This is an optimization exercise on Yosys and OpenROAD, whose aim is small area, a short achievable clock period and few clock cycles per item, not a production implementation.
RTL that was checked went through simulation tests only; none was proved equivalent to the original.
No functional check of the RTL was part of run 6.
No activity file was given, so power comes from the tool's default toggle rates.

File: design/flow/run.sh
#!/bin/bash
# synth_recipe.tcl (not shown) runs the flow's synth.tcl, then flattens the netlist and writes it again
# the make line also repeats each setting of config.mk as NAME=value (left out here)
make -C /OpenROAD-flow-scripts/flow DESIGN_CONFIG=/design/flow/config.mk WORK_HOME=/design/flow/orfs CLKGATE_MAP_FILE= SYNTH_SCRIPT=/design/flow/synth_recipe.tcl finish
File: design/flow/constraint.sdc
create_clock -name core_clock -period 7.0 [get_ports {clk}]
set_input_delay 1.4000 -clock core_clock [delete_from_list [all_inputs] [get_ports {clk}]]
set_output_delay 1.4000 -clock core_clock [all_outputs]
set_load 0.01 [all_outputs]
File: design/flow/design.v
`default_nettype none
package core_pkg;
  localparam logic [6:0] OPC_OP     = 7'b0110011;
  localparam logic [6:0] OPC_OP_IMM = 7'b0010011;
  localparam logic [6:0] OPC_LOAD   = 7'b0000011;
  localparam logic [6:0] OPC_STORE  = 7'b0100011;
  localparam logic [6:0] OPC_BRANCH = 7'b1100011;
  localparam logic [6:0] OPC_JAL    = 7'b1101111;
endpackage
`default_nettype wire
`default_nettype none
`timescale 1ns/100ps
module reg_file (
  input  wire logic                  clk,
  input  wire logic                  rst,
  input  wire logic [4:0]            rs1,
  input  wire logic [4:0]            rs2,
  output logic [32-1:0]      rs1_val,
  output logic [32-1:0]      rs2_val,
  input  wire logic                  wen,      
  input  wire logic [4:0]            rd,
  input  wire logic [32-1:0] wdata
);
  logic [32-1:0] regs [1:32-1];
  logic [32-1:0] wd;
  assign wd = wdata & {32{~rst}};
  for (genvar i = 1; i < 32; i++) begin : g_reg
    always_ff @(posedge clk) begin
      if (rst || (wen && rd == i)) regs[i] <= wd;
    end
  end
  logic [32-1:0] r1, r2;
  always_comb begin
    r1 = '0;
    r2 = '0;
    for (int i = 1; i < 32; i++) begin
      r1 = r1 | (regs[i] & {32{rs1 == i}});
      r2 = r2 | (regs[i] & {32{rs2 == i}});
    end
  end
  assign rs1_val = (wen && rd == rs1) ? wdata : r1;
  assign rs2_val = (wen && rd == rs2) ? wdata : r2;
endmodule
`default_nettype wire
`default_nettype none
`timescale 1ns/100ps
module core_top (
  input  wire logic                  clk,
  input  wire logic                  rst,
  output logic [32-1:0]      imem_addr,
  input  wire logic [32-1:0] imem_inst,
  output logic [32-1:0]      dmem_addr,
  output logic [32-1:0]      dmem_wdata,
  output logic                       dmem_wen,
  output logic                       dmem_ren,
  input  wire logic [32-1:0] dmem_rdata,
  output logic                       exit
);
  localparam int XL = 32;
  logic [XL-1:0] pc;
  logic          x_kill;     
  logic          x_we_q, x_ld_q, x_st_q, x_br_q, x_ecall_q;
  logic          x_we;       
  logic          x_ld;       
  logic          x_st;       
  logic          x_br;       
  logic          x_bne;
  logic          x_pred;     
  logic          x_ecall;
  logic          x_arith;    
  logic          x_sub;
  logic [1:0]    x_lop;      
  logic [4:0]    x_rd;
  logic [XL-1:0] x_a;        
  logic [XL-1:0] x_b;        
  logic [XL-1:0] x_s;        
  logic          m_we;
  logic          m_ld;
  logic          m_st;
  logic [4:0]    m_rd;
  logic [XL-1:0] m_res;
  logic [XL-1:0] m_sd;
  logic [XL-1:0] inst;
  logic [6:0]    opc;
  logic [2:0]    f3;
  logic [6:0]    f7;
  logic [4:0]    rs1, rs2, rd;
  logic          d_op, d_addi, d_lw, d_sw, d_br, d_jal, d_ecall;
  logic          d_we, d_use1, d_use2, d_pred;
  logic [XL-1:0] imm_i, imm_s, imm_b, imm_j;
  logic [XL-1:0] pc4, tgt;
  logic [XL-1:0] rs1_val, rs2_val;
  logic [XL-1:0] wb_data;
  logic          stall, redirect, hold, x_go;
  assign inst = imem_inst;
  assign opc  = inst[6:0];
  assign f3   = inst[14:12];
  assign f7   = inst[31:25];
  assign rs1  = inst[19:15];
  assign rs2  = inst[24:20];
  assign rd   = inst[11:7];
  always_comb begin
    d_op    = opc == core_pkg::OPC_OP &&
              ((f3 == 3'b000 && (f7 == 7'b0000000 || f7 == 7'b0100000)) ||
               f3 == 3'b100 || f3 == 3'b110 || f3 == 3'b111);
    d_addi  = opc == core_pkg::OPC_OP_IMM && f3 == 3'b000;
    d_lw    = opc == core_pkg::OPC_LOAD && f3 == 3'b010;
    d_sw    = opc == core_pkg::OPC_STORE && f3 == 3'b010;
    d_br    = opc == core_pkg::OPC_BRANCH && f3[2:1] == 2'b00;
    d_jal   = opc == core_pkg::OPC_JAL;
    d_ecall = inst == 32'h0000_0073;
    d_we    = (d_op || d_addi || d_lw || d_jal) && rd != 5'd0;
    d_use1  = opc == core_pkg::OPC_OP || opc == core_pkg::OPC_OP_IMM ||
              opc == core_pkg::OPC_LOAD || opc == core_pkg::OPC_STORE ||
              opc == core_pkg::OPC_BRANCH;
    d_use2  = opc == core_pkg::OPC_OP || opc == core_pkg::OPC_STORE ||
              opc == core_pkg::OPC_BRANCH;
    d_pred  = d_jal || (d_br && (rs1 == rs2 ? !f3[0] : (inst[31] || f3[0])));
  end
  assign imm_i = {{20{inst[31]}}, inst[31:20]};
  assign imm_s = {{20{inst[31]}}, inst[31:25], inst[11:7]};
  assign imm_b = {{19{inst[31]}}, inst[31], inst[7], inst[30:25], inst[11:8], 1'b0};
  assign imm_j = {{11{inst[31]}}, inst[31], inst[19:12], inst[20], inst[30:21], 1'b0};
  assign pc4 = pc + 32'd4;
  logic [XL-1:0] tgt_b, tgt_j;
  assign tgt_b = pc + imm_b;
  assign tgt_j = pc + imm_j;
  assign tgt   = d_jal ? tgt_j : tgt_b;
  assign wb_data = m_ld ? dmem_rdata : m_res;
  reg_file u_reg_file (
    .clk     (clk),
    .rst     (rst),
    .rs1     (rs1),
    .rs2     (rs2),
    .rs1_val (rs1_val),
    .rs2_val (rs2_val),
    .wen     (m_we),
    .rd      (m_rd),
    .wdata   (wb_data)
  );
  assign stall = x_ld && x_we &&
                 ((d_use1 && rs1 == x_rd) || (d_use2 && rs2 == x_rd));
  assign hold  = stall || x_ecall || exit;
  logic fwd_a, fwd_s;
  assign fwd_a = x_we && x_rd == rs1;
  assign fwd_s = x_we && x_rd == rs2;
  assign x_go  = !hold;   
  assign x_we    = x_we_q && !x_kill;
  assign x_ld    = x_ld_q && !x_kill;
  assign x_st    = x_st_q && !x_kill;
  assign x_br    = x_br_q && !x_kill;
  assign x_ecall = x_ecall_q && !x_kill;
  logic [XL-1:0] a, b, s, sum, lres, res;
  logic          taken;
  assign a = x_a;
  assign b = x_b;
  assign s = x_s;
  assign sum = a + (x_sub ? ~b : b) + {{(XL-1){1'b0}}, x_sub};
  always_comb begin
    case (x_lop)
      2'b00:   lres = a ^ b;
      2'b10:   lres = a | b;
      2'b11:   lres = a & b;
      default: lres = b;
    endcase
  end
  assign res      = x_arith ? sum : lres;
  assign taken    = (a == s) ^ x_bne;
  assign redirect = x_br && (taken != x_pred);
  always_ff @(posedge clk) begin
    if (rst) pc <= 32'h0000_0000;
    else if (redirect) pc <= x_b;
    else if (!hold) pc <= d_pred ? tgt : pc4;
  end
  always_ff @(posedge clk) begin
    if (rst) x_kill <= 1'b0;
    else x_kill <= redirect;
    if (rst || !x_go) begin
      x_we_q    <= 1'b0;
      x_ld_q    <= 1'b0;
      x_st_q    <= 1'b0;
      x_br_q    <= 1'b0;
      x_ecall_q <= 1'b0;
    end else begin
      x_we_q    <= d_we;
      x_ld_q    <= d_lw;
      x_st_q    <= d_sw;
      x_br_q    <= d_br;
      x_ecall_q <= d_ecall;
    end
  end
  always_ff @(posedge clk) begin
    x_bne   <= f3[0];
    x_pred  <= d_pred;
    x_arith <= !(d_op && f3 != 3'b000) && !d_jal;
    x_sub   <= d_op && f3 == 3'b000 && f7[5];
    x_lop   <= d_jal ? 2'b01 : {f3[1], f3[0]};
    x_rd    <= rd;
    x_a     <= fwd_a ? res : rs1_val;
    x_s     <= fwd_s ? res : rs2_val;
    if (d_br)                x_b <= d_pred ? pc4 : tgt_b;
    else if (d_jal)          x_b <= pc4;
    else if (d_addi || d_lw) x_b <= imm_i;
    else if (d_sw)           x_b <= imm_s;
    else if (fwd_s)          x_b <= res;
    else                     x_b <= rs2_val;
  end
  always_ff @(posedge clk) begin
    if (rst) begin
      m_we <= 1'b0;
      m_ld <= 1'b0;
      m_st <= 1'b0;
    end else begin
      m_we <= x_we;
      m_ld <= x_ld;
      m_st <= x_st;
    end
  end
  always_ff @(posedge clk) begin
    m_rd  <= x_rd;
    m_res <= res;
    m_sd  <= s;
  end
  always_ff @(posedge clk) begin
    if (rst) exit <= 1'b0;
    else if (x_ecall) exit <= 1'b1;
  end
  assign imem_addr  = pc;
  assign dmem_addr  = m_res;
  assign dmem_wdata = m_sd;
  assign dmem_wen   = m_st;
  assign dmem_ren   = m_ld;
endmodule
`default_nettype wire
File: design/flow/config.mk
export PLATFORM = sky130hd
export DESIGN_NAME = core_top
export DESIGN_NICKNAME = core_top
export VERILOG_FILES = /design/flow/design.v
export SDC_FILE = /design/flow/constraint.sdc
export NUM_CORES = 4
export LEC_CHECK = 0
export CAP_MARGIN = 20
export CORE_MARGIN = 2
export CORE_UTILIZATION = 70
export CTS_CLUSTER_DIAMETER = 70
export CTS_CLUSTER_SIZE = 26
export PLACE_DENSITY = 0.8
export SETUP_SLACK_MARGIN = 3.5
export SLEW_MARGIN = 20
==> results by group, run 1 <==
Synth
  • Ys flop type: edfxtp_1
  • Synthesis-stage register bit count: 1210
  • Yosys cell types: 98
  • Number of synthesized flops with an enable pin: 992
  • Gate Count Post-Synth: between 5000 and 6000
  • Asr flop ratio synth: 0%
  • Post-Synthesis Cell Area: 0.0588 sq mm
  • Syn_area_per_cell: 11.7 sq um
  • Syn_nets: roughly 5200
  • Post-synthesis sequential area ratio: 58.0%
  • YS warnings: 3

Clocking
  • Sink Count: 1210
  • Num CTS Buffers: slightly below 60
  • CTS Root Cell: clkbuf_16
  • Clock buffer depth: 3
  • H-tree depth: 2
  • # hold bufs at CTS: 0

Floorplan
  • Row cnt: around 110
  • Initial core utilization: 70.5%
  • I/O pin cnt: 165
  • Die H: 294 microns
  • Width of the die: 294 microns

Outcome
  • Stop err: [ERROR GRT-0232] Routing congestion too high. Check the congestion heatmap in the GUI.
  • Outcome: did not finish
  • Failed at: global routing

Placed design
  • Final Wtd Congestion: about 1.1
  • Placed Cells incl. Taps: 6135
  • Placed cell areas: 0.0629 sq mm
  • Input/output buffers: 164
  • DP HPWL: 173 mm

GRT
  • Total GRT Usage: 76.0%
  • Largest net degree at the start of global routing: 59
  • GRT Residual Overflow: 4
[power by group through the flow]
stage	clock [mW]	sequential, mW	combinational [mW]
after detailed placement	0	10.8	4.11
after floorplan	0	10.4	2.13
after global placement	0	10.8	4.04
after CTS	3.90	10.7	4.37
[how the worst max path moves through the flow]
stage | cells past startpoint | to | slack, ns | start
4_1_cts | 13 | x_b[21] | 3.41 | x_sub
3_5_place_dp | 11 | x_b[21] | 1.02 | imem_inst[24]
3_3_place_gp | 11 | x_b[21] | 1.18 | imem_inst[24]
2_1_floorplan | 4 | u_reg_file.regs[25][0] | 3.10 | m_rd[3]
[metal layers]
metal  track usage, %  overflow
met5             46.0         1
met4             71.6         1
met3             62.6         0
met2             89.1         2
met1             78.0         0
[cells in the mapped netlist, drive strengths merged, types with 11 or more instances]
cell / instances / share of area, %
a2111oi: 28 / 0.46
a211o: 13 / 0.19
a211oi: 33 / 0.46
a21o: 42 / 0.54
a21oi: 164 / 1.4
a221oi: 51 / 0.77
a222oi: 56 / 0.95
a22o: 54 / 0.80
a22oi: 781 / 10
a31oi: 28 / 0.30
a32oi: 17 / 0.27
and2: 62 / 0.67
and3: 102 / 1.1
and4: 11 / 0.16
buf: 136 / 1.1
clkbuf: 214 / 1.4
dfxtp: 218 / 7.4
edfxtp: 992 / 51
ha: 138 / 2.9
inv: 141 / 0.90
mux2: 22 / 0.42
mux2i: 44 / 0.75
mux4: 23 / 0.88
nand2: 445 / 2.8
nand2b: 19 / 0.20
nand3: 142 / 1.2
nand4: 64 / 0.68
nor2: 284 / 1.8
nor2b: 13 / 0.14
nor3: 61 / 0.54
nor4: 70 / 0.75
o211ai: 25 / 0.33
o21ai: 145 / 1.3
o22ai: 14 / 0.15
o31ai: 16 / 0.20
or3: 15 / 0.16
xnor2: 67 / 1.0
xor2: 117 / 1.7
[stage by stage]
stage               utilization, %  setup slack [ns]
CTS                           81.2              3.41
detailed placement            75.4              1.02
global placement              75.4              1.18
floorplan                        -              3.10
[cells by family after synthesis]
logic type,count (synthesis),synth area share [%]
flops,1210,58.0
mux,89,2.05
fa+ha+maj,141,3.04
simple gates,1330,10.8
xor+xnor,184,2.74
buf+inv,492,3.38
compound gates,1589,19.9
[repair_timing]
action                                  4_1_cts
buffers inserted                            214
cloned                                       10
pin swaps                                   104
endpoints found under the setup margin      169
resized for setup                           341
Testbench counts, summed over its fixed seeds: cycles 41,425, instrs 39,997.
==> run 2: changes to the inputs <==
--- a/design/flow/config.mk
+++ b/design/flow/config.mk
@@ -7,9 +7,9 @@
 export LEC_CHECK = 0
 export CAP_MARGIN = 20
 export CORE_MARGIN = 2
-export CORE_UTILIZATION = 70
+export CORE_UTILIZATION = 40
 export CTS_CLUSTER_DIAMETER = 70
 export CTS_CLUSTER_SIZE = 26
-export PLACE_DENSITY = 0.8
+export PLACE_DENSITY = 0.6
 export SETUP_SLACK_MARGIN = 3.5
 export SLEW_MARGIN = 20
==> run 2 against run 1 <==
Now clean on timing, DRC and antenna. Synthesized area unchanged. Synthesized cell count unchanged.
==> results by group, run 2 <==
Synth
  • Synth area leader: edfxtp_1
  • Yosys top cell area share: 50.6%
  • Yosys cell types: a little under 100
  • Synthesis-stage register bit count: between 1000 and 1500
  • Syn_nets: 5242
  • Syn_area_per_cell: between 10 and 15 sq um
  • Post-Synthesis Cell Area: between 0.05 and 0.06 sq mm
  • Asr flop ratio synth: 0%
  • Top-count cell post-synth: edfxtp_1
  • Post-synthesis sequential area ratio: 58.0%
  • Gate Count Post-Synth: 5035
  • Ys flop type: edfxtp_1
  • Ranking of synthesized cells by area: edfxtp_1, a22oi_1, dfxtp_1
  • YS warnings: 3
  • Top post-synthesis cells by count: edfxtp_1, a22oi_1, nand2_1
  • Number of synthesized flops with an enable pin: 992

Setup path
  • CP peak stage delay: 0.58 ns
  • Flop2flop setup slack: 3.41 ns
  • Req. time, crit path: 7.68 ns
  • Critical path arrival: 4.33 ns
  • CP delay by family, top: simple AND/OR/NAND/NOR gates
  • Worst R2R Path Depth: 16
  • Worst path depth: 11
  • Reg2reg start: x_sub
  • FF-to-FF End: x_b[22]
  • Highest-delay cell along the critical path: nor2_4
  • Critical Path Sink Type: flip-flop
  • Critical Path Source: imem_inst[24]
  • Bufs and invs on worst path: 2
  • Critical path type: in -> reg
  • Worst Path Max Fanout: 15
  • Crit-path cells: buf_8 > or3_4 > nor2_4 > buf_4 > a22oi_1 > nand2_1 > nor2_1 > nand4_1 > a22o_1 > a21oi_2 > o21bai_1
  • End of the critical path: x_b[10]
  • Crit path launch type: input port

Cells and area
  • Multi-input logic area: 0.0252 sq mm
  • Nets: 5686
  • Commonest cells after routing, fill and taps aside: edfxtp_1, a22oi_1, buf_4
  • Register area: 0.0342 sq mm
  • # fillers: between 10000 and 15000
  • Non-Filler Instances: 7478
  • Most common cell after layout, fill and taps aside: edfxtp_1
  • Max reg flops: 992
  • Layout cells sized above 1: about a fifth
  • Area growth syn-to-layout: 22.4%
  • Post-Layout Inst Area: 0.0720 sq mm
  • Most flop-heavy register: u_reg_file.regs

Floorplan
  • Die H: 388 microns
  • Die area: 0.150 sq mm
  • Core area: 0.146 sq mm
  • I/O pin cnt: 165
  • Row cnt: 140
  • Initial core utilization: 40.3%
  • Width of the die: about 390 microns

Routing
  • Final antenna-violating net count: 0
  • Routed len/inst: 43.3 microns
  • Drt first pass iters: 14
  • Via count: 55300
  • Vias per Instance: approximately 7.4
  • Post-route DRC: 0
  • Initial DRC count: 12700
  • Drt total wl: 324 mm

Clocking
  • Num CTS Buffers: 84
  • H-tree depth: 3
  • Clk Latency, worst-skew pair: just under 0.8 ns
  • Clock buffer depth: 3
  • CTS Root Cell: clkbuf_16
  • TritonCTS clock tree: yes
  • Sink Count: 1210
  • Clock-pin slew on the worst setup and hold paths: 0.08 ns

Timing
  • Slew Limit Fails: 0
  • Period Utilization, post-route: around 52%
  • Fmax: 0.274 GHz
  • Worst-margin pin slew: 1.24 ns
  • Max-slew headroom: around 15%
  • Hold Fails Final Rpt: 0
  • Crit path setup slack, layout: approximately 3.3 ns
  • RSZ-0062 raised after global routing: yes
  • Sum Neg Setup Slack: 0 ns
  • Clock skew: 0.0526 ns
  • Min Tclk post-route: between 3 and 4 ns
  • Setup-failing EPs final: 0

Placed design
  • Placed cell areas: 0.0644 sq mm
  • DP HPWL: slightly below 200 mm
  • Dpl ws: between 0.7 and 0.8 ns
  • Placed Cells incl. Taps: ~7000
  • Final Wtd Congestion: ~1.0
  • Input/output buffers: 164

Power and ir drop
  • Lkg Pwr: 27.3 nW
  • Peak supply drop: 191 uV
  • PD cells: 302 mW/mm^2

Outcome
  • Outcome: no timing/DRC/antenna violations

GRT
  • Initial antenna violation count: 20
  • First-pass GRT wire length: approximately 430 mm
  • Vias in the first global route: 50800
  • Largest net degree at the start of global routing: 60
  • GRT Residual Overflow: 0
  • Total GRT Usage: 41.2%

Hold path
  • HP Class: reg -> reg

Job
  • Max cap viols: 0
run 2: what timing repair did:
item | 4_1_cts | 5_1_grt
hold buffers | 0 | 0
setup endpoints to repair | 149 | 140
gates cloned | 5 | 5
buffers inserted | 198 | 80
pin swaps | 87 | 79
endpoints found under the hold margin | 0 | 0
gates resized for setup | 334 | 199
run 2: cell families (layout without fill, tap and decap cells):
group,Yosys count,in the layout,share of synthesized area [%]
buf+inv,492,995,3.38
xor+xnor,184,184,2.74
compound gates,1589,1589,19.9
simple gates,1330,1338,10.8
flops,1210,1210,58.0
fa+ha+maj,141,141,3.04
other cells,0,15,0
mux,89,89,2.05
run 2: cell type report:
class	count	share of cell area, %
clock inverter	61	1.18
tap	1917	3.33
sequential	1210	47.4
timing repair buffer	700	9.18
multi-input combinational	3341	35.0
inverter	142	0.757
clock buffer	92	3.11
antenna	15	0.0521
run 2: how the worst min path moves through the flow:
stage / startpoint / end / slack [ns] / cells after the start
floorplan: x_s[30] / m_sd[30] / 0.35 / 0
global placement: x_s[17] / m_sd[17] / 0.36 / 0
detailed placement: x_s[23] / m_sd[23] / 0.38 / 0
CTS: x_s[23] / m_sd[23] / 0.39 / 0
global route: x_s[17] / m_sd[17] / 0.40 / 0
finish: x_s[23] / m_sd[23] / 0.40 / 0
run 2: where the power goes:
group	switching (mW)	internal, mW
Sequential	1.23	9.63
Clock	3.10	2.57
Combinational	3.47	1.74
run 2: through the flow:
stage / hold slack [ns] / power (mW) / util [%]
2_1_floorplan: 0.349 / 12.5 / -
3_3_place_gp: 0.360 / 15.3 / 44.1
3_5_place_dp: 0.377 / 15.3 / 44.1
4_1_cts: 0.388 / 21.0 / 48.3
5_1_grt: 0.404 / 22.1 / 49.4
6_report: 0.398 / 21.8 / 49.4
run 2: layer usage:
| metal | vias to the layer above | wire, microns | track usage (%) |
|---|---|---|---|
| li1 | 20700 | - | - |
| met3 | 2032 | 52800 | 18.4 |
| met2 | 5945 | 129000 | 58.3 |
| met5 | - | 511 | 2.07 |
| met1 | 26600 | 105000 | 47.5 |
| met4 | 26 | 37600 | 34.5 |
==> run 3: changes to the inputs <==
--- a/design/flow/config.mk
+++ b/design/flow/config.mk
@@ -5,11 +5,12 @@
 export SDC_FILE = /design/flow/constraint.sdc
 export NUM_CORES = 4
 export LEC_CHECK = 0
+export ABC_AREA = 1
 export CAP_MARGIN = 20
 export CORE_MARGIN = 2
 export CORE_UTILIZATION = 40
 export CTS_CLUSTER_DIAMETER = 70
 export CTS_CLUSTER_SIZE = 26
 export PLACE_DENSITY = 0.6
-export SETUP_SLACK_MARGIN = 3.5
+export SETUP_SLACK_MARGIN = 4.1
 export SLEW_MARGIN = 20
==> run 3 against run 2 <==
Die area is 7.1% higher. Routed wire length up 21%. Critical path depth grew 1. Synthesized cell count up 41%. Via count is 21% higher.
==> results by group, run 3 <==
Synth
  • Ys flop type: edfxtp_1
  • Syn_nets: 7302
  • Gate Count Post-Synth: between 7000 and 8000
  • Top-count cell post-synth: nand2_1
  • Synthesized-area fraction occupied by adder cells: 2.83%
  • Number of synthesized flops with an enable pin: just under 1000
  • Main combinational cell family by area after synthesis: simple AND/OR/NAND/NOR gates
  • Syn_area_per_cell: 8.89 sq um
  • Compound-Gate Fraction of Synth Area: 12.3%
  • Yosys cell types: 61
  • Post-synthesis mux area share: less than 1%
  • Ranking of synthesized cells by area: edfxtp_1, nand2_1, dfxtp_1
  • YS warnings: 3
  • Synthesis-stage register bit count: approximately 1200
  • Area share of and/or/nand/nor cells after synthesis: 20.8%
  • Top post-synthesis cells by count: nand2_1, edfxtp_1, inv_1
  • Yosys top cell area share: 47.2%
  • Synth area leader: edfxtp_1
  • Post-Synthesis Cell Area: 0.0631 sq mm
  • Asr flop ratio synth: 0%
  • Post-synthesis sequential area ratio: 54.1%
  • Area share of xor/xnor cells in the synthesized design: 1.60%

Power and ir drop
  • Seq pwr share: 47.3%
  • Switch share: 37.8%
  • PD cells: 277 mW/mm^2
  • Peak supply drop: 228 uV
  • Lkg Pwr: 32.8 nW
  • Sw power: approximately 8.5 mW
  • Internal power: 14.1 mW
  • Clock power share: roughly 26%
  • Logic pwr share: 26.9%

Floorplan
  • I/O pin cnt: 165
  • Width of the die: 401 microns
  • Initial core utilization: 40.3%
  • Die area: 0.161 sq mm
  • Row cnt: 145
  • Die H: about 400 microns
  • Core area: ~0.16 sq mm

Cells and area
  • Commonest cells after routing, fill and taps aside: nand2_1, edfxtp_1, inv_1
  • Most flop-heavy register: u_reg_file.regs
  • Layout cells sized above 1: 21.9%
  • Nets: 7881
  • Max reg flops: 992
  • Most common cell after layout, fill and taps aside: nand2_1
  • Area growth syn-to-layout: 29.3%
  • Util after Layout: 52.1%

Routing
  • Routed len/inst: 39.9 microns
  • Initial DRC count: approximately 13000
  • Drt first pass iters: 14
  • Final antenna-violating net count: 0
  • Post-route DRC: 0
  • Drt total wl: 393 mm
  • Via count: 66900
  • Vias per Instance: 6.78

Timing
  • Hold Fails Final Rpt: 0
  • Slew Limit Fails: 0
  • Worst-margin pin slew: roughly 1.3 ns
  • RSZ-0062 raised after global routing: yes
  • Min Tclk post-route: around 3.2 ns
  • Sum Neg Setup Slack: 0 ns
  • Setup-failing EPs final: 0
  • Period Utilization, post-route: 45.7%
  • Max-slew headroom: 9.88%
  • Clock skew: 0.0570 ns
  • Fmax: between 0.3 and 0.4 GHz

Placed design
  • Final Wtd Congestion: 1.03
  • DP HPWL: about 230 mm
  • Input/output buffers: 164

Hold path
  • Hold_sp: x_s[21]
  • HP Class: reg -> reg
  • Hold-critical path depth: 0

Setup path
  • Most frequent cell on the critical path: buf_12
  • Req. time, crit path: 7.63 ns
  • Worst path depth: 12
  • CP delay by family, top: simple AND/OR/NAND/NOR gates
  • CP peak stage delay: 0.54 ns
  • Worst R2R Path Depth: 16
  • Bufs and invs on worst path: 5
  • Critical path type: in -> reg
  • Reg2reg start: x_sub
  • Critical Path Source: imem_inst[19]
  • Highest-delay cell along the critical path: nand4_1
  • Critical Path Sink Type: flip-flop
  • Crit path launch type: input port
  • Worst Path Max Fanout: 6
  • Critical path arrival: 3.83 ns
  • Crit-path cells: buf_12 > clkbuf_16 > buf_12 > nand2_4 > clkinvlp_4 > buf_12 > nand2_1 > o21ai_0 > nor4_1 > nand4_1 > nand3_1 > nand2_1

Clocking
  • Num CTS Buffers: 87
  • Clock-pin slew on the worst setup and hold paths: 0.08 ns
  • CTS Root Cell: clkbuf_16
  • TritonCTS clock tree: yes
  • Sink Count: roughly 1200
  • H-tree depth: 3
  • Clk Latency, worst-skew pair: 0.80 ns
  • # hold bufs at CTS: 0
  • Clock buffer depth: 3

GRT
  • GRT Residual Overflow: 0
  • Initial antenna violation count: 45
  • Largest net degree at the start of global routing: 65
  • Total GRT Usage: 46.0%
  • Vias in the first global route: 59000
  • First-pass GRT wire length: 503 mm

Outcome
  • Outcome: no timing/DRC/antenna violations

Job
  • Max cap viols: 0
[run 3: cell count changes after synthesis, sizes merged, moves of 104 or more]
cell,change
nor2,+288
inv,+807
nand3,+247
nand4,+111
clkbuf,-104
o22ai,+297
a22oi,-743
nand2,+1339
o21ai,+240
[run 3: what timing repair did]
item	CTS	global route
resized for setup	905	663
buffers inserted	214	136
pin swaps	70	202
endpoints found under the setup margin	1536	666
gates cloned	22	19
[run 3: per-stage QoR]
stage | power [mW] | instances | worst slack [ns] | cell area, sq um | hold WS, ns
2_1_floorplan | 12.6 | 7095 | 3.67 | 64100 | 0.344
3_3_place_gp | 15.5 | 9248 | 1.49 | 68900 | 0.377
3_5_place_dp | 15.5 | 9251 | 1.47 | 69000 | 0.378
4_1_cts | 21.4 | 9649 | 3.96 | 77000 | 0.386
6_report | 22.6 | 9863 | 3.80 | 81600 | 0.392
5_1_grt | 23.0 | 9811 | 3.92 | 81400 | 0.386
[run 3: power by group through the flow]
stage / logic [mW] / clock network [mW] / registers [mW]
6_report: 6.08 / 5.84 / 10.7
5_1_grt: 6.20 / 6.03 / 10.7
4_1_cts: 5.02 / 5.78 / 10.6
3_5_place_dp: 4.76 / 0 / 10.7
3_3_place_gp: 4.74 / 0 / 10.7
2_1_floorplan: 2.28 / 0 / 10.3
[run 3: final timing paths]
check | end | slack (ns)
max reg2reg | x_a[15] | 4.05
max | x_a[23] | 3.80
min | m_sd[21] | 0.39
min reg2reg | m_sd[21] | 0.39
[run 3: cell families after synthesis]
| family | count (synthesis) |
|---|---|
| compound gates | 1261 |
| simple gates | 3096 |
| fa+ha+maj | 141 |
| xor+xnor | 115 |
| flops | 1210 |
| mux | 33 |
| buf+inv | 1239 |
[run 3: cell type report]
| cell class | count | area (sq um) |
|---|---|---|
| flip-flops and latches | 1210 | 34300 |
| clock inverters | 62 | 905 |
| inverters | 956 | 3960 |
| repair inverters | 9 | 82.6 |
| repair buffers | 761 | 8450 |
| clock buffers | 100 | 2280 |
| fillers | 14100 | 74800 |
| diodes | 58 | 145 |
| multi-input cells | 4649 | 28800 |
| well taps | 2058 | 2570 |
[run 3: worst reg2reg max path, delay by kind of cell, from the launching register on]
family | cells | cell delay, ns
adder cells (fa/ha/maj) | 1 | 0.24
AO/OA/AOI/OAI | 2 | 0.53
buffers and inverters | 3 | 0.53
flip-flops | 1 | 0.48
XOR/XNOR | 1 | 0.19
AND/OR/NAND/NOR | 9 | 0.93
[run 3: layer usage]
layer	global-route usage [%]	up-vias	share of wire, %
met5	0.833	-	0.27
met4	39.9	48	12
met3	23.4	2478	17
met2	63.3	7247	39
met1	52.2	31400	32
li1	-	25700	-
==> run 4: changes to the inputs <==
--- a/design/flow/config.mk
+++ b/design/flow/config.mk
@@ -9,8 +9,8 @@
 export CAP_MARGIN = 20
 export CORE_MARGIN = 2
 export CORE_UTILIZATION = 40
-export CTS_CLUSTER_DIAMETER = 70
-export CTS_CLUSTER_SIZE = 26
+export CTS_CLUSTER_DIAMETER = 80
+export CTS_CLUSTER_SIZE = 28
 export PLACE_DENSITY = 0.6
-export SETUP_SLACK_MARGIN = 4.1
+export SETUP_SLACK_MARGIN = 4.0
 export SLEW_MARGIN = 20
==> run 4 against run 3 <==
Still clean on timing, DRC and antenna. Clock skew rose by 0.038 ns. Routed wire length rose by 1.0%. Synthesized cell count did not move. Synthesized area did not move. Final area fell by 3.0%. Register-to-register slack got worse by 0.10 ns. Sequential power barely moved. Critical path depth rose by 3. Combinational power fell by 4.3%. Sequential cell count did not move. Global-route usage rose by 1.2 points. Critical path type unchanged. Highest routed layer unchanged.
==> results by group, run 4 <==
Timing
  • Hold Fails Final Rpt: 0
  • Period Utilization, post-route: 45.5%
  • Slew Limit Fails: 0
  • Sum Neg Setup Slack: 0 ns
  • Setup-failing EPs final: 0
  • Min Tclk post-route: 3.18 ns
  • Max-slew headroom: 15.5%
  • Fmax: about 0.31 GHz
  • Worst-margin pin slew: roughly 1.2 ns
  • Clock skew: 0.0949 ns
  • RSZ-0062 raised after global routing: yes

Synth
  • YS warnings: 3
  • Post-synthesis sequential area ratio: a little over half
  • Synthesis-stage register bit count: roughly 1200
  • Ranking of synthesized cells by area: edfxtp_1, nand2_1, dfxtp_1
  • Number of synthesized flops with an enable pin: 992
  • Gate Count Post-Synth: 7095
  • Synth area leader: edfxtp_1
  • Top post-synthesis cells by count: nand2_1, edfxtp_1, inv_1
  • Asr flop ratio synth: 0%
  • Yosys cell types: 61
  • Syn_area_per_cell: 8.89 sq um
  • Post-Synthesis Cell Area: 0.0631 sq mm
  • Top-count cell post-synth: nand2_1
  • Ys flop type: edfxtp_1
  • Yosys top cell area share: 47.2%
  • Syn_nets: between 7000 and 8000

Power and ir drop
  • Clock power share: approximately a quarter
  • Lkg Pwr: 32.0 nW
  • Total power: 22.1 mW
  • Sw power: 8.39 mW
  • PD cells: 280 mW/mm^2
  • Peak supply drop: around 230 uV
  • Logic pwr share: 26.3%
  • Seq pwr share: 48.0%
  • Switch share: a little under two fifths
  • Internal power: 13.7 mW

Setup path
  • Flop2flop setup slack: 3.95 ns
  • FF-to-FF End: x_b[25]
  • Worst R2R Path Depth: 14
  • Critical path arrival: 3.83 ns
  • Crit path launch type: input port
  • Worst Path Max Fanout: 23
  • Critical Path Sink Type: flip-flop
  • Reg2reg start: x_a[22]
  • Req. time, crit path: 7.64 ns
  • Critical path type: in -> reg

Floorplan
  • Initial core utilization: 40.3%
  • Width of the die: 401 microns
  • Die area: about 0.16 sq mm
  • Row cnt: 145
  • I/O pin cnt: around 170
  • Die H: 401 microns
  • Core area: 0.156 sq mm

Cells and area
  • Max reg flops: 992
  • # fillers: 14600
  • Most flop-heavy register: u_reg_file.regs
  • Most common cell after layout, fill and taps aside: nand2_1
  • Commonest cells after routing, fill and taps aside: nand2_1, edfxtp_1, inv_1
  • Area growth syn-to-layout: 25.3%
  • Layout cells sized above 1: 18.9%
  • Nets: roughly 7800

GRT
  • Met3 Track Usage GR: between 15 and 20%
  • Met1 Track Usage GR: 54.0%
  • First-pass GRT wire length: 512 mm
  • Total GRT Usage: 47.2%
  • Global routing's busiest layer: met2
  • Vias in the first global route: 57500
  • GRT Residual Overflow: 0
  • Initial antenna violation count: 53
  • Largest net degree at the start of global routing: 65
  • Global routing usage on met2: 67.4%

Routing
  • Routed len/inst: 40.6 microns
  • Via count: between 60000 and 70000
  • Drt total wl: 397 mm
  • Drt first pass iters: 13
  • Vias per Instance: 6.65
  • Post-route DRC: 0
  • Final antenna-violating net count: 0
  • Initial DRC count: 12100

Hold path
  • HP Class: reg -> reg
  • Hold_sp: x_s[31]
  • Hold-critical path depth: 0
  • Hold endpoint: m_sd[31]

Outcome
  • Outcome: no timing/DRC/antenna violations

Placed design
  • Input/output buffers: 164
  • Final Wtd Congestion: slightly above 1
  • DP HPWL: 246 mm

Clocking
  • TritonCTS clock tree: yes
  • Clock buffer depth: 3
  • Clock-pin slew on the worst setup and hold paths: 0.10 ns
  • H-tree depth: 3
  • Num CTS Buffers: 80
  • # hold bufs at CTS: 0
  • CTS Root Cell: clkbuf_16
  • Clk Latency, worst-skew pair: approximately 0.8 ns
  • Sink Count: about 1200

Job
  • Max cap viols: 0
run 4: kinds of logic (layout without fill, tap and decap cells):
group,after synthesis,in the layout,synth area share (%)
adders and majority gates,141,141,2.83
DFF,1210,1210,54.1
other,0,62,0
and+or+nand+nor,3096,3099,20.8
buffers and inverters,1239,1818,7.87
xor gates and xnor gates,115,115,1.60
muxes,33,33,0.524
AOI/OAI and AO/OA,1261,1261,12.3
run 4: layout make-up:
type / count / area [sq um] / share of cell area [%]
Multi-Input combinational cell: 4649 / 27600 / 34.8
Clock buffer: 87 / 2050 / 2.59
Sequential cell: 1210 / 34300 / 43.4
Tap cell: 2058 / 2570 / 3.26
Clock inverter: 60 / 988 / 1.25
Timing Repair inverter: 1 / 8.76 / 0.0111
Inverter: 956 / 3910 / 4.95
Antenna cell: 62 / 155 / 0.196
Timing Repair Buffer: 714 / 7530 / 9.52
run 4: power by group through the flow:
stage                     clock network, mW  logic [mW]  registers (mW)
after floorplan                           0        2.23            10.3
after global placement                    0        4.83            10.7
after detailed placement                  0        4.86            10.7
after CTS                              5.66        5.06            10.5
after global routing                   5.90        5.92            10.7
final                                  5.70        5.82            10.6
run 4: worst max-delay path, cell delays in order:
cell and delay [ns]:
buf_4 0.17, inv_8 0.23, nor3_2 0.10, buf_6 0.22, a22o_1 0.33, nor2_1 0.09
nand2_1 0.06, nor2_1 0.25, nand3_4 0.23, nand2_1 0.11, nand2_1 0.18, nand2_1 0.11
nand2_1 0.06, nand2_1 0.07, nand2_1 0.05
run 4: timing repair:
action / CTS / global route
pin swaps: 63 / 115
gates cloned: 7 / 11
gates resized for setup: 841 / 459
endpoints found under the setup margin: 562 / 126
buffers inserted: 176 / 117
run 4: through the flow:
| stage | cell area (sq um) | util, % | hold slack (ns) | setup WS [ns] | std cells |
|---|---|---|---|---|---|
| floorplan | 63300 | - | 0.344 | 3.66 | 7095 |
| global placement | 68400 | 43.8 | 0.355 | 1.42 | 9268 |
| detailed placement | 68600 | 43.8 | 0.357 | 1.44 | 9273 |
| CTS | 75700 | 48.4 | 0.371 | 3.85 | 9603 |
| global route | 79000 | 50.5 | 0.385 | 3.84 | 9745 |
| finish | 79100 | 50.6 | 0.381 | 3.82 | 9797 |
run 4: worst max-delay path by stage:
| stage | slack, ns | start | to |
|---|---|---|---|
| floorplan | 3.66 | rst | u_reg_file.regs[3][0] |
| global placement | 1.42 | imem_inst[20] | x_b[3] |
| detailed placement | 1.44 | imem_inst[20] | x_b[3] |
| CTS | 3.85 | x_sub | x_b[21] |
| global route | 3.84 | x_a[22] | x_b[27] |
| finish | 3.82 | imem_inst[24] | x_b[12] |
run 4: routing by layer:
layer  share of wire [%]  up-vias
met5                0.11        -
met4                  12       32
met3                  15     2186
met2                  40     6419
met1                  33    31000
li1                    -    25600
==> run 5: changes to the inputs <==
--- a/design/flow/config.mk
+++ b/design/flow/config.mk
@@ -11,6 +11,6 @@
 export CORE_UTILIZATION = 40
 export CTS_CLUSTER_DIAMETER = 80
 export CTS_CLUSTER_SIZE = 28
-export PLACE_DENSITY = 0.6
+export PLACE_DENSITY = 0.65
 export SETUP_SLACK_MARGIN = 4.0
 export SLEW_MARGIN = 20
==> run 5 against run 4 <==
Still clean on timing, DRC and antenna. Setup slack lost 0.068 ns. Combinational power grew 2%. Register-to-register slack lost 0.02 ns. Count of clock-buffer cells in the layout shrank 9. Synthesized area is the same. Clock skew shrank 0.031 ns. Utilization grew 0.61 points. Non-clock buffer count grew 20. Sequential power is essentially flat. Clock power shrank 4.4%. Final area grew 1.2%. Critical endpoint is now x_a[23]. Largest power group unchanged.
==> results by group, run 5 <==
Setup path
  • Bufs and invs on worst path: 5
  • Worst Path Max Fanout: 9
  • Highest-delay cell along the critical path: nand4_1
  • Worst R2R Path Depth: 20
  • Critical path arrival: between 3 and 4 ns
  • CP delay by family, top: simple AND/OR/NAND/NOR gates
  • Crit-path cells: buf_6 > inv_1 > nor2_1 > nand2_1 > nor2_4 > buf_12 > clkinv_1 > buf_6 > o22ai_1 > nor4_1 > nand4_1 > nand3_1 > nand2_1
  • Req. time, crit path: approximately 7.7 ns
  • Worst path depth: 13
  • Critical path type: in -> reg
  • Critical Path Sink Type: flip-flop
  • Crit path launch type: input port
  • CP peak stage delay: 0.54 ns

Power and ir drop
  • Lkg Pwr: 32.4 nW
  • Switch share: between 30 and 40%
  • Internal power: 13.7 mW
  • PD cells: 275 mW/mm^2
  • Total power: ~22 mW
  • Sw power: 8.34 mW
  • Peak supply drop: 222 uV
  • Logic pwr share: about 27%
  • Clock power share: 24.8%
  • Seq pwr share: between 40% and 50%

Floorplan
  • Core area: 0.156 sq mm
  • Row cnt: 145
  • I/O pin cnt: 165
  • Die area: between 0.15 and 0.2 sq mm
  • Width of the die: 401 microns
  • Die H: 401 microns
  • Initial core utilization: 40.3%

Timing
  • Hold Fails Final Rpt: 0
  • Crit path setup slack, layout: 3.75 ns
  • Period Utilization, post-route: 46.4%
  • Clock skew: 0.0641 ns
  • Fmax: 0.308 GHz
  • Slew Limit Fails: 0
  • Max-slew headroom: under 10%
  • Sum Neg Setup Slack: 0 ns
  • RSZ-0062 raised after global routing: yes
  • Setup-failing EPs final: 0
  • Min Tclk post-route: between 3 and 4 ns
  • Worst-margin pin slew: 1.42 ns
  • WHS: about 0.36 ns

Cells and area
  • Max reg flops: slightly below 1000
  • Commonest cells after routing, fill and taps aside: nand2_1, edfxtp_1, inv_1
  • Non-Filler Instances: 9821
  • Area growth syn-to-layout: 26.9%
  • Nets: about 8000
  • Most flop-heavy register: u_reg_file.regs
  • Layout cells sized above 1: 19.9%
  • Util after Layout: 51.2%
  • Post-Layout Inst Area: 0.0800 sq mm
  • # fillers: 14100
  • Most common cell after layout, fill and taps aside: nand2_1

Placed design
  • Placed cell areas: 0.0688 sq mm
  • Placed Cells incl. Taps: 9279
  • Input/output buffers: 164
  • Dpl ws: 1.29 ns
  • Final Wtd Congestion: between 1 and 1.5
  • DP HPWL: 241 mm

Routing
  • Via count: 66900
  • Post-route DRC: 0
  • Drt total wl: ~400 mm
  • Vias per Instance: slightly below 7
  • Drt first pass iters: 12
  • Routed len/inst: ~40 microns
  • Initial DRC count: 14200
  • Final antenna-violating net count: 0

Clocking
  • TritonCTS clock tree: yes
  • Clk Latency, worst-skew pair: 0.80 ns
  • Num CTS Buffers: 75
  • Clock-pin slew on the worst setup and hold paths: 0.11 ns
  • Clock buffer depth: 3
  • # hold bufs at CTS: 0
  • Sink Count: 1210
  • H-tree depth: 3
  • CTS Root Cell: clkbuf_16

Synth
  • Post-synthesis sequential area ratio: a little over half
  • Syn_nets: 7302
  • Yosys cell types: 61
  • YS warnings: 3
  • Top-count cell post-synth: nand2_1
  • Synth area leader: edfxtp_1
  • Ys flop type: edfxtp_1
  • Asr flop ratio synth: 0%
  • Synthesis-stage register bit count: 1210
  • Yosys top cell area share: 47.2%
  • Top post-synthesis cells by count: nand2_1, edfxtp_1, inv_1
  • Gate Count Post-Synth: about 7100
  • Post-Synthesis Cell Area: 0.0631 sq mm
  • Number of synthesized flops with an enable pin: 992
  • Ranking of synthesized cells by area: edfxtp_1, nand2_1, dfxtp_1
  • Syn_area_per_cell: 8.89 sq um

Outcome
  • Outcome: no timing/DRC/antenna violations

Hold path
  • Hold-critical path depth: 0
  • HP Class: reg -> reg

GRT
  • First-pass GRT wire length: 502 mm
  • GRT Residual Overflow: 0
  • Largest net degree at the start of global routing: 61
  • Initial antenna violation count: 59
  • Total GRT Usage: around 46%
  • Vias in the first global route: 59100

Job
  • Max cap viols: 0
-- run 5: cell counts after synthesis --
No cell type changed its count.
-- run 5: layout make-up --
type | instances | area [sq um] | area share (%)
clock buffer | 78 | 1910 | 2.39
multi-input combinational | 4649 | 28100 | 35.1
timing repair inverter | 1 | 6.26 | 0.00782
antenna | 76 | 190 | 0.238
clock inverter | 59 | 905 | 1.13
inverter | 956 | 3890 | 4.87
timing repair buffer | 734 | 8120 | 10.1
sequential | 1210 | 34300 | 42.9
tap | 2058 | 2570 | 3.22
-- run 5: path summary, 6_finish.rpt --
check	from	to	slack [ns]
hold / removal	x_s[27]	m_sd[27]	0.36
setup / recovery	imem_inst[15]	x_a[23]	3.75
hold reg to reg	x_s[27]	m_sd[27]	0.36
setup reg to reg	x_sub	x_b[19]	3.93
-- run 5: timing repair --
item / in CTS / in global routing
pin swaps: 67 / 153
gates resized for setup: 933 / 535
buffers inserted: 181 / 121
endpoints found under the setup margin: 547 / 220
gates cloned: 11 / 13
-- run 5: cells by family (layout without fill, tap and decap cells) --
kind of cell / Yosys count / in the layout / synth area share [%]
and+or+nand+nor: 3096 / 3099 / 20.8
AOI/OAI and AO/OA: 1261 / 1261 / 12.3
buffers and inverters: 1239 / 1828 / 7.87
DFF: 1210 / 1210 / 54.1
adders and majority gates: 141 / 141 / 2.83
xor gates and xnor gates: 115 / 115 / 1.60
muxes: 33 / 33 / 0.524
other: 0 / 76 / 0
-- run 5: layer usage --
metal	GRT usage (%)	vias up	routed length (microns)
met1	52.5	31500	126000
met3	21.8	2436	64800
li1	-	25600	-
met2	62.7	7290	152000
met4	39.2	54	44600
met5	4.70	-	1440
-- run 5: power groups by stage --
stage                     registers [mW]  logic (mW)  clock network (mW)
after global placement              10.6        4.75                   0
after global routing                10.6        6.05                5.63
after detailed placement            10.7        4.82                   0
after floorplan                     10.3        2.23                   0
after CTS                           10.5        5.07                5.39
final                               10.6        5.95                5.45
==> run 6: changes to the inputs <==
--- a/design/flow/design.v
+++ b/design/flow/design.v
@@ -58,8 +58,6 @@
 );
   localparam int XL = 32;
   logic [XL-1:0] pc;
-  logic          x_kill;     
-  logic          x_we_q, x_ld_q, x_st_q, x_br_q, x_ecall_q;
   logic          x_we;       
   logic          x_ld;       
   logic          x_st;       
@@ -70,6 +68,7 @@
   logic          x_arith;    
   logic          x_sub;
   logic [1:0]    x_lop;      
+  logic          x_fa, x_fb, x_fs;   
   logic [4:0]    x_rd;
   logic [XL-1:0] x_a;        
   logic [XL-1:0] x_b;        
@@ -141,20 +140,12 @@
   assign stall = x_ld && x_we &&
                  ((d_use1 && rs1 == x_rd) || (d_use2 && rs2 == x_rd));
   assign hold  = stall || x_ecall || exit;
-  logic fwd_a, fwd_s;
-  assign fwd_a = x_we && x_rd == rs1;
-  assign fwd_s = x_we && x_rd == rs2;
-  assign x_go  = !hold;   
-  assign x_we    = x_we_q && !x_kill;
-  assign x_ld    = x_ld_q && !x_kill;
-  assign x_st    = x_st_q && !x_kill;
-  assign x_br    = x_br_q && !x_kill;
-  assign x_ecall = x_ecall_q && !x_kill;
+  assign x_go  = !redirect && !hold;
   logic [XL-1:0] a, b, s, sum, lres, res;
   logic          taken;
-  assign a = x_a;
-  assign b = x_b;
-  assign s = x_s;
+  assign a = x_fa ? m_res : x_a;
+  assign b = x_fb ? m_res : x_b;
+  assign s = x_fs ? m_res : x_s;
   assign sum = a + (x_sub ? ~b : b) + {{(XL-1){1'b0}}, x_sub};
   always_comb begin
     case (x_lop)
@@ -165,7 +156,19 @@
     endcase
   end
   assign res      = x_arith ? sum : lres;
-  assign taken    = (a == s) ^ x_bne;
+  logic eq_rr, eq_mr, eq_rm;
+  assign eq_rr    = x_a == x_s;
+  assign eq_mr    = m_res == x_s;
+  assign eq_rm    = x_a == m_res;
+  always_comb begin
+    case ({x_fa, x_fs})
+      2'b00:   taken = eq_rr;
+      2'b10:   taken = eq_mr;
+      2'b01:   taken = eq_rm;
+      default: taken = 1'b1;
+    endcase
+    taken = taken ^ x_bne;
+  end
   assign redirect = x_br && (taken != x_pred);
   always_ff @(posedge clk) begin
     if (rst) pc <= 32'h0000_0000;
@@ -173,20 +176,18 @@
     else if (!hold) pc <= d_pred ? tgt : pc4;
   end
   always_ff @(posedge clk) begin
-    if (rst) x_kill <= 1'b0;
-    else x_kill <= redirect;
     if (rst || !x_go) begin
-      x_we_q    <= 1'b0;
-      x_ld_q    <= 1'b0;
-      x_st_q    <= 1'b0;
-      x_br_q    <= 1'b0;
-      x_ecall_q <= 1'b0;
+      x_we    <= 1'b0;
+      x_ld    <= 1'b0;
+      x_st    <= 1'b0;
+      x_br    <= 1'b0;
+      x_ecall <= 1'b0;
     end else begin
-      x_we_q    <= d_we;
-      x_ld_q    <= d_lw;
-      x_st_q    <= d_sw;
-      x_br_q    <= d_br;
-      x_ecall_q <= d_ecall;
+      x_we    <= d_we;
+      x_ld    <= d_lw;
+      x_st    <= d_sw;
+      x_br    <= d_br;
+      x_ecall <= d_ecall;
     end
   end
   always_ff @(posedge clk) begin
@@ -196,13 +197,15 @@
     x_sub   <= d_op && f3 == 3'b000 && f7[5];
     x_lop   <= d_jal ? 2'b01 : {f3[1], f3[0]};
     x_rd    <= rd;
-    x_a     <= fwd_a ? res : rs1_val;
-    x_s     <= fwd_s ? res : rs2_val;
+    x_fa    <= x_we && x_rd == rs1;
+    x_fb    <= x_we && x_rd == rs2 && !(d_br || d_jal || d_addi || d_lw || d_sw);
+    x_fs    <= x_we && x_rd == rs2;
+    x_a     <= rs1_val;
+    x_s     <= rs2_val;
     if (d_br)                x_b <= d_pred ? pc4 : tgt_b;
     else if (d_jal)          x_b <= pc4;
     else if (d_addi || d_lw) x_b <= imm_i;
     else if (d_sw)           x_b <= imm_s;
-    else if (fwd_s)          x_b <= res;
     else                     x_b <= rs2_val;
   end
   always_ff @(posedge clk) begin
==> design/flow/config.mk (replaced) <==
export PLATFORM = sky130hd
export DESIGN_NAME = core_top
export DESIGN_NICKNAME = core_top
export VERILOG_FILES = /design/flow/design.v
export SDC_FILE = /design/flow/constraint.sdc
export NUM_CORES = 4
export LEC_CHECK = 0
export CAP_MARGIN = 20
export CORE_MARGIN = 2
export CORE_UTILIZATION = 40
export SETUP_SLACK_MARGIN = 3.5
export SLEW_MARGIN = 20
==> run 6 against run 5 <==
Still clean on timing, DRC and antenna. Via count is 18% lower. Synthesized cell count fell by 30%. Non-clock buffer count fell by 126. Critical path depth is 3 lower. Global-route usage fell by 5.3 points. Setup slack got worse by 0.33 ns. Critical path type unchanged.
==> results by group, run 6 <==
Outcome
  • Outcome: no timing/DRC/antenna violations

GRT
  • First-pass GRT wire length: 421 mm
  • Vias in the first global route: just over 50000
  • Total GRT Usage: 40.3%
  • Largest net degree at the start of global routing: 109
  • Initial antenna violation count: 24
  • GRT Residual Overflow: 0

Floorplan
  • Initial core utilization: 40.1%
  • Width of the die: 388 microns
  • Core area: 0.147 sq mm
  • I/O pin cnt: 165
  • Die H: between 300 and 400 microns
  • Die area: 0.151 sq mm
  • Row cnt: between 100 and 150

Setup path
  • Crit path launch type: input port
  • Critical path arrival: 4.23 ns
  • Critical Path Sink Type: flip-flop
  • Worst Path Max Fanout: 8
  • Critical path type: in -> reg
  • Req. time, crit path: between 7 and 8 ns

Synth
  • Yosys cell types: around 80
  • Top post-synthesis cells by count: edfxtp_1, a22oi_1, clkbuf_1
  • YS warnings: 3
  • Asr flop ratio synth: 0%
  • Top-count cell post-synth: edfxtp_1
  • Syn_area_per_cell: 12.0 sq um
  • Synth area leader: edfxtp_1
  • Ranking of synthesized cells by area: edfxtp_1, dfxtp_1, a22oi_1
  • Syn_nets: 5148
  • Post-Synthesis Cell Area: slightly below 0.06 sq mm
  • Ys flop type: edfxtp_1
  • Synthesis-stage register bit count: 1212
  • Gate Count Post-Synth: 4941
  • Number of synthesized flops with an enable pin: 992
  • Post-synthesis sequential area ratio: 57.8%
  • Yosys top cell area share: 50.4%

Routing
  • Vias per Instance: around 7.4
  • Drt first pass iters: 15
  • Initial DRC count: 12600
  • Drt total wl: ~320 mm
  • Final antenna-violating net count: 0
  • Routed len/inst: 42.7 microns
  • Post-route DRC: 0
  • Via count: 54900

Placed design
  • Dpl ws: 0.932 ns
  • Input/output buffers: 164
  • Placed cell areas: 0.0645 sq mm
  • DP HPWL: 188 mm
  • Final Wtd Congestion: 1.01

Timing
  • Hold Fails Final Rpt: 0
  • Sum Neg Setup Slack: 0 ns
  • Fmax: 0.279 GHz
  • Clock skew: 0.0279 ns
  • Worst-margin pin slew: 1.19 ns
  • Min Tclk post-route: 3.58 ns
  • Period Utilization, post-route: 51.2%
  • Setup-failing EPs final: 0
  • RSZ-0062 raised after global routing: yes
  • Max-slew headroom: 20.5%
  • WHS: 0.400 ns
  • Crit path setup slack, layout: 3.42 ns
  • Slew Limit Fails: 0

Clocking
  • Clock buffer depth: 3
  • Clk Latency, worst-skew pair: 0.82 ns
  • Clock-pin slew on the worst setup and hold paths: 0.06 ns
  • Sink Count: 1212
  • H-tree depth: 4
  • Num CTS Buffers: 134
  • CTS Root Cell: clkbuf_16
  • TritonCTS clock tree: yes
  • # hold bufs at CTS: 0

Cells and area
  • Area growth syn-to-layout: 22.6%
  • Post-Layout Inst Area: roughly 0.073 sq mm
  • Nets: 5538
  • # fillers: 12800
  • Register area: 0.0343 sq mm
  • Max reg flops: 992
  • Commonest cells after routing, fill and taps aside: edfxtp_1, a22oi_1, buf_4
  • Layout cells sized above 1: 20.0%
  • Most common cell after layout, fill and taps aside: edfxtp_1
  • Most flop-heavy register: u_reg_file.regs
  • Multi-input logic area: 0.0253 sq mm

Power and ir drop
  • Peak supply drop: around 300 uV
  • Internal power: between 15 and 20 mW
  • Clock power share: roughly 31%
  • Logic pwr share: a little over 20%
  • Total power: about 23 mW
  • Sw power: 7.71 mW
  • PD cells: about 320 mW/mm^2
  • Lkg Pwr: 26.4 nW
  • Seq pwr share: 49.1%
  • Switch share: between 30% and 40%

Hold path
  • HP Class: reg -> reg

Job
  • Max cap viols: 0
-- run 6: cell count changes in the layout (fill, tap and decap cells not counted), sizes merged, moves of 287 or more --
cell   change
nor2     -312
a22oi    +406
nand2   -1519
o22ai    -287
inv      -809
nand3    -296
-- run 6: area by class of cell --
cell class / instances / area share [%]
Clock inverter: 78 / 0.947
Timing Repair Buffer: 608 / 8.01
Antenna cell: 9 / 0.0311
Clock buffer: 164 / 4.93
Inverter: 128 / 0.668
Tap cell: 1930 / 3.33
Sequential cell: 1212 / 47.2
Multi-Input combinational cell: 3247 / 34.8
-- run 6: path summary, 6_finish.rpt --
check / from / to / slack (ns) / cells past startpoint
worst max-delay path: imem_inst[15] / x_a[14] / 3.42 / 10
worst min-delay path: x_rd[0] / m_rd[0] / 0.40 / 0
worst max register to register: x_fs / x_st / 3.56 / 12
worst min register to register: x_rd[0] / m_rd[0] / 0.40 / 0
-- run 6: per-layer routing --
metal / vias to the layer above / track usage (%) / part of all wire [%]
met5: - / 2.11 / 0.23
met4: 42 / 29.7 / 10
met3: 1971 / 19.7 / 17
met2: 6024 / 57.5 / 40
met1: 26200 / 46.6 / 33
li1: 20700 / - / -
-- run 6: power groups by stage --
stage          Combinational, mW  Sequential [mW]  Clock (mW)
6_report                    4.67             11.3        7.03
3_3_place_gp                4.16             11.3           0
3_5_place_dp                4.19             11.2           0
5_1_grt                     4.86             11.3        7.31
2_1_floorplan               2.25             10.5           0
4_1_cts                     4.35             11.1        7.02
-- run 6: logic make-up (layout without fill, tap and decap cells) --
kind of cell / Yosys count / in the layout / synth area share (%)
AND/OR/NAND/NOR: 1068 / 1072 / 8.80
other: 0 / 9 / 0
AO/OA/AOI/OAI: 1670 / 1670 / 21.3
adder cells (fa/ha/maj): 141 / 141 / 3.02
buffers and inverters: 488 / 978 / 3.16
XOR/XNOR: 211 / 211 / 3.13
flip-flops: 1212 / 1212 / 57.8
multiplexers: 151 / 153 / 2.73
-- run 6: per-stage QoR --
step | util, % | instances
3_3_place_gp | 43.8 | 6893
5_1_grt | 49.2 | 7369
4_1_cts | 48.5 | 7311
3_5_place_dp | 43.8 | 6893
2_1_floorplan | - | 4941
6_report | 49.2 | 7376
-- run 6: what timing repair did --
item	4_1_cts	5_1_grt
pin swaps	75	47
endpoints found under the setup margin	177	108
setup buffers	168	52
cloned	8	3
resized for setup	324	164
-- run 6: worst max-delay path, stage by stage --
cell	delay [ns]
clkdlybuf4s15_2	0.43
or2_4	0.39
nor2_4	0.16
buf_12	0.19
buf_4	0.17
a22o_1	0.23
a221oi_1	0.38
nand4_1	0.21
nor3_2	0.55
a21oi_1	0.08

==> static timing again, ports no longer ideal <==
The results above use ideal ports. As a check the final layouts listed here were re-extracted and re-timed, cells and wires unchanged. Step 1, drivers: a clkbuf_16 drives clk and a buf_2 each remaining input, both assumed. Step 2 also shifts input and output timing later by t, the mid clock arrival at the registers, as if the neighbouring blocks saw the same clock. Slacks: ideal / step 1 / step 2; pairs: ideal / step 1.
run	shift t [ns]	slack for setup (ns)	clock arrival spread, ns
run 2	0.851	3.347 / 3.398 / 2.548	0.059 / 0.059
run 3	0.846	3.803 / 3.828 / 2.982	0.073 / 0.072
run 4	0.839	3.817 / 3.813 / 2.975	0.095 / 0.095
run 5	0.843	3.749 / 3.795 / 2.952	0.066 / 0.065
run 6	0.882	3.417 / 3.376 / 2.494	0.036 / 0.036
After both steps every run listed still meets setup and hold. For run 6, which loses most, drivers alone change the setup slack by -0.041 ns; drivers and shift together by -0.923 ns.
